From an optimization exercise on the open Yosys and OpenROAD flow, aimed at small area, a short achievable clock period and few clock cycles per item; shortcuts taken in it are not production practice.
Only simulation tests tie the RTL to the original design; equivalence was not proved.
Power figures rest on the tool's default switching activity, not on a simulated workload.

== TR ==
Design servo_slew_limiter, start of the top module:
module servo_slew_limiter (
    input  logic        clk,
    input  logic        rst_n,
    input  logic        cmd_valid,
    output logic        cmd_stall,
    input  logic        cmd_op,
    input  logic [15:0] cmd_raw_angle,
    output logic        res_valid,
    input  logic        res_stall,
    output logic [7:0]  res_target_angle,
    output logic [7:0]  res_current_angle,
    output logic [11:0] res_target_pulse_us,
    output logic [11:0] res_drive_pulse_us,
    output logic        res_drive_updated,
    input  logic        cfg_valid,
    output logic        cfg_ready,
    input  logic [1:0]  cfg_index,
    input  logic [15:0] cfg_data
);
clock: 9.0 ns
lec_check: 0
cap_margin: 20
core_margin: 2
core_utilization: 40
cts_buf_list: sky130_fd_sc_hd__clkbuf_8
cts_cluster_size: 40
place_density: 0.6
setup_slack_margin: 5
slew_margin: 20
run.sh (not shown) runs the stock make flow with config.mk's settings and CLKGATE_MAP_FILE= SYNTH_SCRIPT=/design/flow/synth_recipe.tcl, a recipe that flattens the netlist after the stock synthesis.
Testbench counts of TR, summed over its fixed seeds: cycles 24,208, items 24,000.
## Diff of input files: AL against TR
--- a/flow/design.v
+++ b/flow/design.v
@@ -112,92 +112,90 @@
     assign cs_sum = {cs_s_r, 1'b1} + {cs_t_r, cs_c_r};
     assign pulse  = cs_sum[12:1];
     assign res_valid           = res_valid_r;
     assign res_target_angle    = res_goal_r;
     assign res_current_angle   = res_now_r;
     assign res_target_pulse_us = pg_r;
     assign res_drive_pulse_us  = pn_r;
     assign res_drive_updated   = res_moved_r;
     logic        raw_big, raw_mid;
     logic [8:0]  raw_half;
     logic [7:0]  goal_set;
     logic [15:0] cnt_inc;
-    logic        fire, up, snap;
-    logic [8:0]  gdiff, gcmp, now_up, now_dn;
-    logic [7:0]  gmag;
+    logic        fire, up, snap_up, snap_dn;
+    logic [8:0]  now_up, now_dn;
     logic [7:0]  now_step;
     logic        move;
     assign raw_big  = (cmd_raw_angle[14:0] > 15'd360);
     assign raw_mid  = (cmd_raw_angle[8:0] > 9'd180);
     assign raw_half = {1'b0, cmd_raw_angle[8:1]} + {8'd0, cmd_raw_angle[0]};
     assign goal_set = cmd_raw_angle[15] ? 8'd0
                     : raw_big           ? 8'd180
                     : raw_mid           ? raw_half[7:0]
                     :                     cmd_raw_angle[7:0];
     assign cnt_inc  = cnt_r + 16'd1;
-    assign fire     = !(17'(cnt_r) + 17'd1 < 17'(itv_r));
-    assign gdiff    = {1'b0, goal_r} - {1'b0, now_r};
-    assign up       = !gdiff[8];
-    assign gmag     = gdiff[7:0] ^ {8{!up}};
-    assign gcmp     = {1'b0, gmag} + {1'b0, ~step_r} + {8'd0, !up};
-    assign snap     = !gcmp[8];
+    assign fire     = (cnt_inc >= itv_r);
+    assign up       = (goal_r > now_r);
     assign now_up   = {1'b0, now_r} + {1'b0, step_r};
     assign now_dn   = {1'b0, now_r} - {1'b0, step_r};
-    assign now_step = snap ? goal_r : (up ? now_up[7:0] : now_dn[7:0]);
+    assign snap_up  = now_up[8] | (now_up[7:0] >= goal_r);
+    assign snap_dn  = now_dn[8] | (now_dn[7:0] <= goal_r);
+    assign now_step = up ? (snap_up ? goal_r : now_up[7:0])
+                         : (snap_dn ? goal_r : now_dn[7:0]);
     assign move     = fire && (now_r != goal_r) && (step_r != 8'd0);
     always_ff @(posedge clk or negedge rst_n)
     begin
         if (!rst_n)
         begin
             now_r       <= sasl_pkg::ANGLE_HOME;
             goal_r      <= sasl_pkg::ANGLE_HOME;
             cnt_r       <= 16'd0;
             s1_valid_r  <= 1'b0;
             s2_valid_r  <= 1'b0;
             res_valid_r <= 1'b0;
         end
         else
         begin
             if (accept)
             begin
                 if (cmd_op)
                     goal_r <= goal_set;
                 else
                 begin
                     cnt_r <= fire ? 16'd0 : cnt_inc;
-                    if (fire)
+                    if (move)
                         now_r <= now_step;
                 end
             end
             if (accept)
                 s1_valid_r <= 1'b1;
             else if (x12)
                 s1_valid_r <= 1'b0;
             if (x12)
                 s2_valid_r <= 1'b1;
             else if (x23)
                 s2_valid_r <= 1'b0;
             if (x23)
                 res_valid_r <= 1'b1;
             else if (!res_stall)
                 res_valid_r <= 1'b0;
         end
     end
     always_ff @(posedge clk)
     begin
         if (accept)
         begin
             s1_goal_r  <= cmd_op;
             s1_moved_r <= !cmd_op && move;
-            x_r        <= cmd_op ? goal_set : (fire ? now_step : now_r);
+            x_r        <= cmd_op ? goal_set : (move ? now_step : now_r);
         end
         else if (seq_r == 5'd4)
             x_r <= goal_r;
         else if (seq_r == 5'd3)
             x_r <= now_r;
         if (x12 || seq_r == 5'd3 || seq_r == 5'd2)
         begin
             s2_goal_r <= busy ? (seq_r == 5'd3) : s1_goal_r;
             s2_x_r    <= x_r;
             cs_s_r    <= mac_s;
             cs_t_r    <= mac_t;
             cs_c_r    <= mac_c;
Results
- AL gives more power after layout than TR did.
- | required time reported for the critical path endpoint | AL vs TR | 2130 ps lower |
- Compared with TR, in AL switching power of the nets picked up an extra 15%, number of cells on the critical path lower, internal power contribution higher, cell area after layout rose by about 2.2%.
- Re total of cells resized after clock tree synthesis: TR was lower than AL.
- The setup slack number comes out higher for AL vs TR.
- Relative area change from synthesis to final layout essentially unchanged between TR and AL.
- AL ends up with lower met3 wire length than TR does.
- AL against TR; clock group total power is up by more than 10%.
- Taking TR as the reference point, the timing-limited maximum frequency of AL rises by 1.5%.
- Post-synth design cell area: higher on AL
Testbench counts of AL, summed over its fixed seeds: cycles 24,208, items 24,000.

---

old:
RTL: one of the versions met above, not the one the previous note started from.
## servo_slew_limiter
module servo_slew_limiter (
    input  logic        clk,
    input  logic        rst_n,
    input  logic        cmd_valid,
    output logic        cmd_stall,
    input  logic        cmd_op,
    input  logic [15:0] cmd_raw_angle,
    output logic        res_valid,
    input  logic        res_stall,
    output logic [7:0]  res_target_angle,
    output logic [7:0]  res_current_angle,
    output logic [11:0] res_target_pulse_us,
    output logic [11:0] res_drive_pulse_us,
    output logic        res_drive_updated,
    input  logic        cfg_valid,
    output logic        cfg_ready,
    input  logic [1:0]  cfg_index,
    input  logic [15:0] cfg_data
);
    servo_angle_slew_limiter_core u_core (
        .clk                 (clk),
        .rst_n               (rst_n),
        .cmd_valid           (cmd_valid),
        .cmd_stall           (cmd_stall),
        .cmd_op              (cmd_op),
        .cmd_raw_angle       (cmd_raw_angle),
        .res_valid           (res_valid),
        .res_stall           (res_stall),
        .res_target_angle    (res_target_angle),
        .res_current_angle   (res_current_angle),
        .res_target_pulse_us (res_target_pulse_us),
  ...
Settings: LEC_CHECK=0, CAP_MARGIN=20, CORE_MARGIN=2, CORE_UTILIZATION=40, PLACE_DENSITY=0.6, SETUP_SLACK_MARGIN=5, SLEW_MARGIN=20; clock period 9.0 ns.
Testbench counts of old, summed over its fixed seeds: cycles 24,208, items 24,000.
#### Input delta (new over old)
--- a/flow/design.v
+++ b/flow/design.v
@@ -114,40 +114,42 @@
     assign res_valid           = res_valid_r;
     assign res_target_angle    = res_goal_r;
     assign res_current_angle   = res_now_r;
     assign res_target_pulse_us = pg_r;
     assign res_drive_pulse_us  = pn_r;
     assign res_drive_updated   = res_moved_r;
     logic        raw_big, raw_mid;
     logic [8:0]  raw_half;
     logic [7:0]  goal_set;
     logic [15:0] cnt_inc;
-    logic        fire, up, snap_up, snap_dn;
-    logic [8:0]  now_up, now_dn;
+    logic        fire, up, snap;
+    logic [8:0]  gdiff, gcmp, now_up, now_dn;
+    logic [7:0]  gmag;
     logic [7:0]  now_step;
     logic        move;
     assign raw_big  = (cmd_raw_angle[14:0] > 15'd360);
     assign raw_mid  = (cmd_raw_angle[8:0] > 9'd180);
     assign raw_half = {1'b0, cmd_raw_angle[8:1]} + {8'd0, cmd_raw_angle[0]};
     assign goal_set = cmd_raw_angle[15] ? 8'd0
                     : raw_big           ? 8'd180
                     : raw_mid           ? raw_half[7:0]
                     :                     cmd_raw_angle[7:0];
     assign cnt_inc  = cnt_r + 16'd1;
-    assign fire     = (cnt_inc >= itv_r);
-    assign up       = (goal_r > now_r);
+    assign fire     = !(17'(cnt_r) + 17'd1 < 17'(itv_r));
+    assign gdiff    = {1'b0, goal_r} - {1'b0, now_r};
+    assign up       = !gdiff[8];
+    assign gmag     = gdiff[7:0] ^ {8{!up}};
+    assign gcmp     = {1'b0, gmag} + {1'b0, ~step_r} + {8'd0, !up};
+    assign snap     = !gcmp[8];
     assign now_up   = {1'b0, now_r} + {1'b0, step_r};
     assign now_dn   = {1'b0, now_r} - {1'b0, step_r};
-    assign snap_up  = now_up[8] | (now_up[7:0] >= goal_r);
-    assign snap_dn  = now_dn[8] | (now_dn[7:0] <= goal_r);
-    assign now_step = up ? (snap_up ? goal_r : now_up[7:0])
-                         : (snap_dn ? goal_r : now_dn[7:0]);
+    assign now_step = snap ? goal_r : (up ? now_up[7:0] : now_dn[7:0]);
     assign move     = fire && (now_r != goal_r) && (step_r != 8'd0);
     always_ff @(posedge clk or negedge rst_n)
     begin
         if (!rst_n)
         begin
             now_r       <= sasl_pkg::ANGLE_HOME;
             goal_r      <= sasl_pkg::ANGLE_HOME;
             cnt_r       <= 16'd0;
             s1_valid_r  <= 1'b0;
             s2_valid_r  <= 1'b0;
@@ -155,21 +157,21 @@
         end
         else
         begin
             if (accept)
             begin
                 if (cmd_op)
                     goal_r <= goal_set;
                 else
                 begin
                     cnt_r <= fire ? 16'd0 : cnt_inc;
-                    if (move)
+                    if (fire)
                         now_r <= now_step;
                 end
             end
             if (accept)
                 s1_valid_r <= 1'b1;
             else if (x12)
                 s1_valid_r <= 1'b0;
             if (x12)
                 s2_valid_r <= 1'b1;
             else if (x23)
@@ -179,21 +181,21 @@
             else if (!res_stall)
                 res_valid_r <= 1'b0;
         end
     end
     always_ff @(posedge clk)
     begin
         if (accept)
         begin
             s1_goal_r  <= cmd_op;
             s1_moved_r <= !cmd_op && move;
-            x_r        <= cmd_op ? goal_set : (move ? now_step : now_r);
+            x_r        <= cmd_op ? goal_set : (fire ? now_step : now_r);
         end
         else if (seq_r == 5'd4)
             x_r <= goal_r;
         else if (seq_r == 5'd3)
             x_r <= now_r;
         if (x12 || seq_r == 5'd3 || seq_r == 5'd2)
         begin
             s2_goal_r <= busy ? (seq_r == 5'd3) : s1_goal_r;
             s2_x_r    <= x_r;
             cs_s_r    <= mac_s;
The lower synthesized cell count came out of new. Combinational power (higher): old. Higher number of signal-net buffers in the layout among old and new: new. Going from old to new, global routing usage on met2 saw an increase, time the final worst path needs with I/O delays and setup saw a decrease.
Testbench counts of new, summed over its fixed seeds: cycles 24,208, items 24,000.

-- re-timing with driven ports --
The flow's constraints put no driver on any port. The routed layouts listed below were extracted and timed again, unchanged, in two steps. Step 1 (the two cells are an assumption about what drives the block):
set clk [get_ports {clk}]
set_driving_cell -lib_cell sky130_fd_sc_hd__clkbuf_16 $clk
set_driving_cell -lib_cell sky130_fd_sc_hd__buf_2 [delete_from_list [all_inputs] $clk]
Step 2 adds t to the input delays and takes it off the output delays; t is the mean of the earliest and latest rising clock arrival at the registers after step 1. Input paths then give back, and output paths get back, about the clock's delay inside the block. Slacks: no drivers / after step 1 / after step 2; pairs: no drivers / after step 1.
run	t, ns	slack for setup (ns)	slew at the worst register clock pin (ns)
TR	0.536	4.959 / 4.959 / 4.586	0.11 / 0.11
AL	0.520	5.018 / 4.987 / 4.724	0.11 / 0.11
old	0.495	5.015 / 4.991 / 4.663	0.08 / 0.08
new	0.496	5.029 / 4.990 / 4.636	0.08 / 0.08
After both steps every run listed still meets setup and hold. The setup slack of new, which loses most, moves by -0.039 ns with the drivers and by -0.393 ns with both steps.
